What follows belongs to an exercise in optimizing a design on an open flow for small area; a production flow would make more cautious choices. The RTL was checked by simulation tests, not by an equivalence proof against the original design. No activity file was given, so power comes from the tool's default toggle rates.

==> flow/design.v <==
`timescale 1ns/1ps
`default_nettype none
module regfile_sb (
  input  wire        CLK,
  input  wire        Reset,
  input  wire [4:0]  raddr1,
  input  wire [4:0]  raddr2,
  input  wire [4:0]  raddr3,
  output wire [31:0] rdata1,
  output wire [31:0] rdata2,
  output wire [31:0] rdata3,
  input  wire        we,
  input  wire [4:0]  waddr,
  input  wire [31:0] wdata,
  input  wire        issue,
  input  wire [4:0]  issue_addr,
  output wire        hazard1,
  output wire        hazard2,
  output wire        hazard3,
  output wire        stall,
  output wire [5:0]  pend_cnt
);
  logic [31:0] r_regs [1:31];
  logic [31:1] r_valid;
  logic [31:1] r_pend;
  logic [5:0]  r_cnt;
  logic [31:1] w_wen;
  logic [31:1] w_ien;
  logic [3:0] w_wlo, w_ilo;
  logic [7:0] w_whi, w_ihi;
  rf_predec u_wpre (.en(we),    .a(waddr),      .lo(w_wlo), .hi(w_whi));
  rf_predec u_ipre (.en(issue), .a(issue_addr), .lo(w_ilo), .hi(w_ihi));
  for (genvar i = 1; i < 32; i++) begin : g_dec
    assign w_wen[i] = ~(w_wlo[i % 4] | w_whi[i / 4]);
    assign w_ien[i] = ~(w_ilo[i % 4] | w_ihi[i / 4]);
  end
  for (genvar i = 1; i < 32; i++) begin : g_reg
    always_ff @(posedge CLK) begin
      if (w_wen[i]) r_regs[i] <= wdata;
    end
  end
  logic w_wrOk, w_issOk, w_inc, w_dec;
  assign w_wrOk  = we    && (waddr != 5'd0);
  assign w_issOk = issue && (issue_addr != 5'd0);
  assign w_inc   = w_issOk && !(|(r_pend & w_ien));
  assign w_dec   = w_wrOk && (|(r_pend & w_wen)) && !(w_issOk && (issue_addr == waddr));
  always_ff @(posedge CLK or negedge Reset) begin
    if (!Reset) begin
      r_valid <= '0;
      r_pend  <= '0;
      r_cnt   <= '0;
    end else begin
      r_valid <= r_valid | w_wen;
      r_pend  <= (r_pend & ~w_wen) | w_ien;
      r_cnt   <= r_cnt + {5'd0, w_inc} - {5'd0, w_dec};
    end
  end
  logic [4:0] w_ra [3];
  logic [31:0] w_rd [3];
  logic [2:0]  w_hz;
  assign w_ra[0] = raddr1;
  assign w_ra[1] = raddr2;
  assign w_ra[2] = raddr3;
  for (genvar p = 0; p < 3; p++) begin : g_rd
    logic [31:1] w_sel;
    logic [31:1] w_dsel;
    logic [3:0] w_lo;
    logic [7:0] w_hi;
    rf_predec_rd u_pre (.a(w_ra[p]), .lo(w_lo), .hi(w_hi));
    for (genvar i = 1; i < 32; i++) begin : g_s
      assign w_sel[i]  = ~(w_lo[i % 4] | w_hi[i / 4]);
      assign w_dsel[i] = w_sel[i] & r_valid[i];
    end
    for (genvar b = 0; b < 32; b++) begin : g_b
      logic [31:1] w_col;
      for (genvar i = 1; i < 32; i++) begin : g_c
        assign w_col[i] = r_regs[i][b];
      end
      rf_rdbit u_bit (.sel(w_dsel), .d(w_col), .y(w_rd[p][b]));
    end
    rf_rdbit u_hz (.sel(w_sel), .d(r_pend), .y(w_hz[p]));
  end
  assign rdata1  = w_rd[0];
  assign rdata2  = w_rd[1];
  assign rdata3  = w_rd[2];
  assign hazard1 = w_hz[0];
  assign hazard2 = w_hz[1];
  assign hazard3 = w_hz[2];
  assign stall   = hazard1 | hazard2 | hazard3;
  assign pend_cnt = r_cnt;
endmodule
module rf_rdbit (
  input  wire [31:1] sel,
  input  wire [31:1] d,
  output wire        y
);
  logic [10:0] w_n;
  for (genvar g = 0; g < 10; g++) begin : g_g
    rf_aoi222 u_g (.a0(sel[3*g+1]), .b0(d[3*g+1]), .a1(sel[3*g+2]), .b1(d[3*g+2]),
                   .a2(sel[3*g+3]), .b2(d[3*g+3]), .y_n(w_n[g]));
  end
  assign w_n[10] = ~(sel[31] & d[31]);
  assign y = ~&w_n;
endmodule
module rf_predec (
  input  wire       en,
  input  wire [4:0] a,
  output wire [3:0] lo,
  output wire [7:0] hi
);
  for (genvar j = 0; j < 4; j++) begin : g_lo
    assign lo[j] = ~(en & (a[1:0] == j));
  end
  for (genvar j = 0; j < 8; j++) begin : g_hi
    assign hi[j] = ~(a[4:2] == j);
  end
endmodule
module rf_predec_rd (
  input  wire [4:0] a,
  output wire [3:0] lo,
  output wire [7:0] hi
);
  for (genvar j = 0; j < 4; j++) begin : g_lo
    assign lo[j] = ~(a[1:0] == j);
  end
  for (genvar j = 0; j < 8; j++) begin : g_hi
    assign hi[j] = ~(a[4:2] == j);
  end
endmodule
module rf_aoi222 (
  input  wire a0, b0, a1, b1, a2, b2,
  output wire y_n
);
  assign y_n = ~((a0 & b0) | (a1 & b1) | (a2 & b2));
endmodule
`default_nettype wire
==> flow/run.sh <==
#!/bin/bash
# synth_recipe.tcl (not shown) runs the flow's synth.tcl, then flattens the netlist and writes it again
# the make line also repeats each setting of config.mk as NAME=value (left out here)
make -C /OpenROAD-flow-scripts/flow DESIGN_CONFIG=/design/flow/config.mk WORK_HOME=/design/flow/orfs CLKGATE_MAP_FILE= SYNTH_SCRIPT=/design/flow/synth_recipe.tcl finish
==> flow/config.mk <==
export PLATFORM = sky130hd
export DESIGN_NAME = regfile_sb
export DESIGN_NICKNAME = regfile_sb
export VERILOG_FILES = /design/flow/design.v
export SDC_FILE = /design/flow/constraint.sdc
export NUM_CORES = 4
export LEC_CHECK = 0
export CAP_MARGIN = 20
export CELL_PAD_IN_SITES_DETAIL_PLACEMENT = 1
export CELL_PAD_IN_SITES_GLOBAL_PLACEMENT = 1
export CORE_MARGIN = 2
export CORE_UTILIZATION = 35
export CTS_BUF_LIST = sky130_fd_sc_hd__clkbuf_8
export CTS_CLUSTER_DIAMETER = 50
export CTS_CLUSTER_SIZE = 20
export SLEW_MARGIN = 20
export SYNTH_HIERARCHICAL = 1
export SYNTH_MINIMUM_KEEP_SIZE = 0
==> flow/constraint.sdc <==
create_clock -name core_clock -period 7.0 [get_ports {CLK}]
set_input_delay 1.4000 -clock core_clock [delete_from_list [all_inputs] [get_ports {CLK}]]
set_output_delay 1.4000 -clock core_clock [all_outputs]
set_load 0.01 [all_outputs]
==> results of run 1 <==
==> final timing paths <==
path	cells after the start	start	endpoint	slack, ns
setup reg to reg	13	r_pend[18]$_DFF_PN0_	r_cnt[4]$_DFF_PN0_	3.68
min in group core_clock	1	r_valid[7]$_DFF_PN0_	r_valid[7]$_DFF_PN0_	0.51
hold / removal	1	Reset	r_valid[31]$_DFF_PN0_	0.38
max in group asynchronous	2	Reset	r_cnt[3]$_DFF_PN0_	5.96
hold reg to reg	1	r_valid[7]$_DFF_PN0_	r_valid[7]$_DFF_PN0_	0.51
setup / recovery	9	raddr1[1]	rdata1[19]	0.23
==> modules after synthesis (local to each module, per instance) <==
module,flip-flops and latches,area [um^2],cells inside
rf_rdbit,0,27.5,4
rf_aoi222,0,10.0,1
rf_predec,0,88.8,12
regfile_sb,1060,33900,1508
rf_predec_rd,0,82.6,12
==> cells in the mapped netlist, types with 7 or more instances <==
master    instances  area [um^2]
or3b_1           17          149
nor2_1          134          503
nand2b_1          7         43.8
nand2_1         104          390
o22ai_1          19          119
or2_2            34          213
nand3_1           9         45.0
inv_1            33          124
a222oi_1        995         9960
dfrtp_1          68         1700
a2111o_1         99         1110
nand3b_1         19          143
nand4_1         198         1240
edfxtp_1        992        29800
clkbuf_1         16         60.1
xnor2_1           7         61.3
o21ai_0          41          205
and2_1           93          582
==> stage by stage <==
stage,power (mW),hold WS [ns],instances
after floorplan,8.01,0.460,2954
after global placement,8.99,0.474,5033
after detailed placement,9.04,0.485,5033
after CTS,14.2,0.502,5271
after global routing,14.5,0.352,5282
final,14.2,0.375,5284
==> where the power goes <==
group / switching, mW / internal [mW] / leakage (nW)
Sequential: 0.220 / 7.10 / 9.73
Clock: 2.73 / 2.52 / 1.53
Combinational: 1.02 / 0.620 / 6.91
==> placed cells by master (no fill, tap or decap), types with 34 or more instances in the layout <==
cell and count:
nand2_1 104, a2111o_1 99, o21ai_0 41, buf_12 51, edfxtp_1 992, buf_4 121, or2_2 34, a222oi_1 995
and2_2 76, inv_1 43, nor2_1 103, clkdlybuf4s50_1 139, dfrtp_1 68, nand4_1 198, clkbuf_8 140
==> area by class of cell <==
class | instances | area share (%)
inverters | 35 | 0.235
flip-flops and latches | 1060 | 56.2
clock buffers | 140 | 3.44
clock inverters | 98 | 1.86
diodes | 9 | 0.0402
well taps | 1768 | 3.95
repair buffers | 341 | 6.36
multi-input cells | 1833 | 27.9
==> logic make-up (layout without fill, tap and decap cells) <==
kind of cell | after synthesis | count (layout) | share of synthesized area, %
AOI/OAI and AO/OA | 1182 | 1182 | 24.8
DFF | 1060 | 1060 | 67.0
and+or+nand+nor | 634 | 634 | 7.31
buffers and inverters | 61 | 614 | 0.535
xor gates and xnor gates | 10 | 10 | 0.186
adders and majority gates | 7 | 7 | 0.202
other | 0 | 9 | 0
==> per-layer routing <==
metal  vias to the layer above  global-route usage, %  routed length [um]
met5                         -                      0                 107
met4                        18                   21.9               17500
met1                     21700                   47.2               90600
li1                      15700                      -                   -
met2                      4857                   51.9              107000
met3                      1093                   13.3               43400
==> registers in the layout, summed over array words and instances, names as in the netlist <==
name     cells
r_valid     31
r_regs     992
r_cnt        6
r_pend      31
==> impl_metrics.env, run 1 <==
export IMPL_final_period_utilization_pct=96.7
export IMPL_die_h_um=370
export IMPL_cpMostUsedCell="clkdlybuf4s50_1"
export IMPL_vias_per_cell=8.21
export IMPL_setup_tns_ns=0
export IMPL_synthCells=2954
export IMPL_fin_util_pct=42.0
export IMPL_die_area_mm2=0.137
export IMPL_powerDensity_mw_per_mm2=254
export IMPL_drt_iter0_drc=12500
export IMPL_placed_area_mm2=0.0530
export IMPL_rsz0062_at_grt="false"
export IMPL_drv_slew=0
export IMPL_h_tree_depth=4
export IMPL_antenna_found_initial=22
export IMPL_cts_buffers=133
export IMPL_multi_input_area_mm2=0.0156
export IMPL_drcViolationCount=0
export IMPL_final_layout_size_suffix_gt1_share_pct=16.8
export IMPL_maxCapViolCount=0
export IMPL_cts_resized=0
export IMPL_insertion_delay_ns=0.90
export IMPL_power_leakage_nw=18.2
export IMPL_crit_chain="clkdlybuf4s50_1, nand2b_1, nor2_1, and2_2, buf_4, a222oi_1, nand4_1, a2111o_1, clkdlybuf4s50_1"
export IMPL_start_util_pct=35.3
export IMPL_path_class="in2out"
export IMPL_post_drt_wl_per_cell_um=49.0
export IMPL_row_count=134
export IMPL_timing_slew_headroom_pct=11.3
export IMPL_run_status="finished clean"
export IMPL_cpPeakStageDelay_ns=0.61
export IMPL_dr_pass1_iters=15
export IMPL_nets=3472
export IMPL_syn_area_mm2=0.0470
export IMPL_seq_area_mm2=0.0315
export IMPL_setup_violations_final=0
export IMPL_port_buffers=166
export IMPL_antenna_left=0
export IMPL_tightestPinTransition_ns=1.33
export IMPL_ys_seq_elements=1060
export IMPL_crit_fanout=26
export IMPL_fin_crit_ns=6.77
export IMPL_io_pins=167
export IMPL_cts_hold_buf=0
export IMPL_core_area_mm2=0.133
export IMPL_setup_slack_ns=0.231
export IMPL_syn_area_per_cell_um2=15.9
export IMPL_skew_ns=0.0203
export IMPL_ys_seq_area_share_pct=67.0
export IMPL_area_growth_pct=19.2
export IMPL_cts_path_max_buffers=3
export IMPL_gp_congestion=0.956
export IMPL_grt_max_degree=69
export IMPL_root_buffer="clkbuf_8"
export IMPL_fmax_mhz=148
export IMPL_cpMaxStageDelayCell="and2_2"
export IMPL_final_area_mm2=0.0560
export IMPL_crit_family="simple AND/OR/NAND/NOR gates"
export IMPL_place_worst_setup_slack_ns=0.433
export IMPL_cp_required_ns=5.60
export IMPL_grt_pass1_vias=42800
export IMPL_clk_pin_slew_ns=0.09
export IMPL_startpoint_type="input port"
export IMPL_grt_ovfl_total=0
export IMPL_clkSinkCount=1060
export IMPL_cts_tree="built"
export IMPL_totalWireLength_um=259000
export IMPL_async_reset_ff_share_pct=6.42
export IMPL_dp_final_hpwl_um=160000
export IMPL_fp_dieW_um=370
export IMPL_worst_hold_path_type="in2async"
export IMPL_cp_arrival_ns=5.37
export IMPL_hold_viol=0
export IMPL_cts_setup_buffers=0
export IMPL_synth_nets=3022
export IMPL_grtUsageTotal_pct=36.4
export IMPL_fill_cells=13300
export IMPL_yosys_most_used_dff="edfxtp_1"
export IMPL_peakVddDrop_mv=0.211
export IMPL_worst_path_buf_inv=3
export IMPL_synth_edf_count=992
export IMPL_grt_pass1_wl_um=348000
export IMPL_yosysUniqueCellTypes=49
export IMPL_yosysWarnings=12
export IMPL_cp_end_kind="primary output"
export IMPL_vias=43400
==> run 2, diff against run 1 <==
==> flow/flow/run.sh (new file) <==
#!/bin/bash
set -euo pipefail
export BUFFER_PORTS_ARGS="-buffer_cell sky130_fd_sc_hd__buf_1"
export CTS_ARGS="-sink_clustering_enable -repair_clock_nets -dont_use_dummy_load -buf_list sky130_fd_sc_hd__clkbuf_8 -sink_clustering_size 20 -sink_clustering_max_diameter 50"
bash standard.sh finish > make_flow.log 2>&1
==> flow/standard.sh (new file) <==
#!/bin/bash
# synth_recipe.tcl (not shown) runs the flow's synth.tcl, then flattens the netlist and writes it again
# the make line also repeats each setting of config.mk as NAME=value (left out here)
make -C /OpenROAD-flow-scripts/flow DESIGN_CONFIG=/design/flow/config.mk WORK_HOME=/design/flow/orfs CLKGATE_MAP_FILE= SYNTH_SCRIPT=/design/flow/synth_recipe.tcl "${@:-finish}"
--- a/flow/config.mk
+++ b/flow/config.mk
@@ -10,9 +10,6 @@
 export CELL_PAD_IN_SITES_GLOBAL_PLACEMENT = 1
 export CORE_MARGIN = 2
 export CORE_UTILIZATION = 35
-export CTS_BUF_LIST = sky130_fd_sc_hd__clkbuf_8
-export CTS_CLUSTER_DIAMETER = 50
-export CTS_CLUSTER_SIZE = 20
 export SLEW_MARGIN = 20
 export SYNTH_HIERARCHICAL = 1
 export SYNTH_MINIMUM_KEEP_SIZE = 0
removed: flow/run.sh
==> run 2 against run 1 <==
  * Still clean
  * Setup slack improved by 0.68 ns
  * Die area unchanged
  * Final area decreased by 5.2%
  * Clock skew increased by 0.018 ns
  * Global-route usage increased by 0.17 points
  * First-iteration DRC count increased by 2.5%
  * Routed wire length increased by 0.83%
  * Utilization decreased by 2.2 points
  * Area after synthesis unchanged
  * Final cell count decreased by 2.8%
  * Worst hold slack improved by 0.14 ns
  * Critical path type unchanged
  * Critical endpoint is now rdata1[13]
  * Largest cell class unchanged
==> impl_metrics.env, run 2 <==
export IMPL_run_status="finished clean"
export IMPL_hold_viol=0
export IMPL_setup_violations_final=0
export IMPL_grt_max_degree=69
export IMPL_comb_power_share_pct=11.6
export IMPL_skew_ns=0.0388
export IMPL_drcViolationCount=0
export IMPL_cts_resized=0
export IMPL_yosysWarnings=12
export IMPL_synth_area_leaders="edfxtp_1, a222oi_1, dfrtp_1, nand4_1, a2111o_1"
export IMPL_nets=3426
export IMPL_syn_area_mm2=0.0470
export IMPL_tightestPinTransition_ns=1.31
export IMPL_worst_hold_path_type="reg2reg"
export IMPL_post_drt_wl_per_cell_um=50.8
export IMPL_vias=43200
export IMPL_cts_buffers=118
export IMPL_root_buffer="clkbuf_8"
export IMPL_io_pins=167
export IMPL_insertion_delay_ns=0.81
export IMPL_max_flop_register="r_regs"
export IMPL_synthCells=2954
export IMPL_start_util_pct=35.3
export IMPL_core_area_mm2=0.133
export IMPL_switching_share_pct=27.4
export IMPL_h_tree_depth=3
export IMPL_synth_edf_count=992
export IMPL_clkSinkCount=1060
export IMPL_cp_arrival_ns=4.68
export IMPL_timing_slew_headroom_pct=12.8
export IMPL_power_leakage_nw=16.8
export IMPL_clk_pin_slew_ns=0.06
export IMPL_yosysMostFrequentCell="a222oi_1"
export IMPL_cts_path_max_buffers=3
export IMPL_yosysUniqueCellTypes=49
export IMPL_fin_cells=5135
export IMPL_totalWireLength_um=261000
export IMPL_fin_crit_ns=6.08
export IMPL_setup_tns_ns=0
export IMPL_yosys_area_top_type="edfxtp_1"
export IMPL_cts_setup_buffers=0
export IMPL_ys_seq_elements=1060
export IMPL_path_class="in2out"
export IMPL_die_area_mm2=0.137
export IMPL_final_layout_size_suffix_gt1_share_pct=13.0
export IMPL_area_growth_pct=13.0
export IMPL_antenna_found_initial=20
export IMPL_drv_slew=0
export IMPL_vias_per_cell=8.41
export IMPL_rsz0062_at_grt="false"
export IMPL_clockPowerShare_pct=29.5
export IMPL_row_count=134
export IMPL_dp_final_hpwl_um=156000
export IMPL_fp_dieW_um=370
export IMPL_grtUsageTotal_pct=36.6
export IMPL_startpoint_type="input port"
export IMPL_grt_ovfl_total=0
export IMPL_antenna_left=0
export IMPL_grt_pass1_vias=41300
export IMPL_cp_end_kind="primary output"
export IMPL_seqPwrFrac_pct=58.9
export IMPL_power_internal_mw=9.02
export IMPL_peakVddDrop_mv=0.215
export IMPL_die_h_um=370
export IMPL_worst_hold_slack_ns=0.520
export IMPL_largest_reg_flops=992
export IMPL_synth_nets=3022
export IMPL_yosys_most_used_dff="edfxtp_1"
export IMPL_syn_area_per_cell_um2=15.9
export IMPL_layout_common_cells="a222oi_1, edfxtp_1, nand4_1"
export IMPL_crit_fanout=23
export IMPL_ys_seq_area_share_pct=67.0
export IMPL_async_reset_ff_share_pct=6.42
export IMPL_synth_top_area_share_pct=63.4
export IMPL_cts_hold_buf=0
export IMPL_cp_required_ns=5.60
export IMPL_gp_congestion=0.955
export IMPL_port_buffers=166
export IMPL_powerDensity_mw_per_mm2=234
export IMPL_reg_top3="r_regs: 992 flops, r_pend: 31 flops, r_valid: 31 flops"
export IMPL_netSwitchingPower_mw=3.40
export IMPL_cts_tree="built"
export IMPL_dr_pass1_iters=15
export IMPL_synth_commonest_cells="a222oi_1, edfxtp_1, nand4_1"
export IMPL_fmax_mhz=164
export IMPL_drt_iter0_drc=12800
export IMPL_grt_pass1_wl_um=345000
export IMPL_layout_commonest_cell="a222oi_1"
export IMPL_maxCapViolCount=0
export IMPL_placed_cells=5004
export IMPL_final_period_utilization_pct=86.9
[run 2: changes by cell type in the layout (fill, tap and decap cells not counted), sizes merged, moves of 14 or more]
cell           change
buf              +104
clkdlybuf4s50    -139
clkbuf            -18
bufinv            -15
clkinvlp          -14
clkinv            -34
inv               -35
[run 2: worst max-delay path, stage by stage]
cell      delay [ns]
buf_1           0.14
nand2b_1        0.46
nor2_1          0.19
and2_2          0.54
buf_4           0.35
a222oi_1        0.51
nand4_1         0.39
a2111o_1        0.42
buf_1           0.26
[run 2: kinds of logic after synthesis]
| kind of cell | after synthesis | synth area share, % |
|---|---|---|
| adders and majority gates | 7 | 0.202 |
| AOI/OAI and AO/OA | 1182 | 24.8 |
| buffers and inverters | 61 | 0.535 |
| DFF | 1060 | 67.0 |
| xor gates and xnor gates | 10 | 0.186 |
| and+or+nand+nor | 634 | 7.31 |
[run 2: cell type report]
cell class                      instances  area (um^2)
Fill cell                           13400        80200
Timing Repair Buffer                  310         2010
Clock buffer                          118         1620
Antenna cell                           11         27.5
Multi-Input combinational cell       1833        15600
Tap cell                             1768         2210
Inverter                               35          131
Sequential cell                      1060        31500
[run 2: path summary, 6_finish.rpt]
check	start	cells past startpoint	slack (ns)	to
worst max register to register	r_pend[14]$_DFF_PN0_	13	3.69	r_cnt[4]$_DFF_PN0_
min in group asynchronous	Reset	1	0.69	r_valid[20]$_DFF_PN0_
worst max-delay path	raddr1[0]	9	0.92	rdata1[13]
max in group asynchronous	Reset	1	5.58	r_pend[30]$_DFF_PN0_
worst min-delay path	r_valid[15]$_DFF_PN0_	1	0.52	r_valid[15]$_DFF_PN0_
worst min register to register	r_valid[15]$_DFF_PN0_	1	0.52	r_valid[15]$_DFF_PN0_
[run 2: per-stage QoR]
step | setup WS (ns) | utilization, % | cell area, um^2 | power [mW]
after floorplan | 2.51 | - | 47000 | 8.01
after global placement | 1.17 | 38.5 | 51400 | 8.79
after detailed placement | 1.20 | 38.6 | 51400 | 8.82
after CTS | 1.18 | 39.8 | 53000 | 12.3
after global routing | 0.931 | 39.8 | 53100 | 12.7
final | 0.916 | 39.9 | 53100 | 12.4
[run 2: per-layer routing]
metal / vias to the layer above / GRT usage [%] / wire, um
li1: 15500 / - / -
met1: 21800 / 47.0 / 91600
met2: 4848 / 51.2 / 105000
met3: 1037 / 17.4 / 48100
met4: 14 / 18.5 / 16000
met5: - / 0.0699 / 112
[run 2: Yosys stat by module (local to each module, per instance)]
module / copies in the design / cells inside / area (um^2)
rf_rdbit: 99 / 4 / 27.5
rf_aoi222: 990 / 1 / 10.0
regfile_sb: 1 / 1508 / 33900
rf_predec_rd: 3 / 12 / 82.6
rf_predec: 2 / 12 / 88.8
[run 2: power by group through the flow]
stage          sequential, mW  clock (mW)  combinational, mW
2_1_floorplan            7.36           0              0.653
3_3_place_gp             7.44           0               1.35
3_5_place_dp             7.44           0               1.38
4_1_cts                  7.31        3.66               1.38
5_1_grt                  7.33        3.86               1.48
6_report                 7.32        3.66               1.44

[port drivers added, routing unchanged]
How much do the figures lean on ideal ports? The routed layouts below were timed once more, with nothing changed but the port constraints.
Step 1, drivers: a clkbuf_16 drives CLK and a buf_2 each remaining input, both assumed.
Step 2 times the ports against the registers' clock, not the clock port: input delays grow and output delays shrink by t, the midpoint of the rising clock arrivals with the driver on.
a / b / c = ideal ports / drivers / drivers and shift; a / b = the first two.
run | t, ns | setup slack, ns | hold WS [ns] | worst setup path after step 2 | clock arrival spread, ns
run 1 | 0.994 | 0.231 / 0.196 / 0.196 | 0.375 / 0.324 / 0.509 | input to output | 0.072 / 0.073
run 2 | 0.906 | 0.916 / 0.891 / 0.891 | 0.520 / 0.520 / 0.520 | input to output | 0.135 / 0.135
After both steps every run listed still meets setup and hold. For run 1, which loses most, drivers alone change the setup slack by -0.035 ns; drivers and shift together by -0.035 ns.
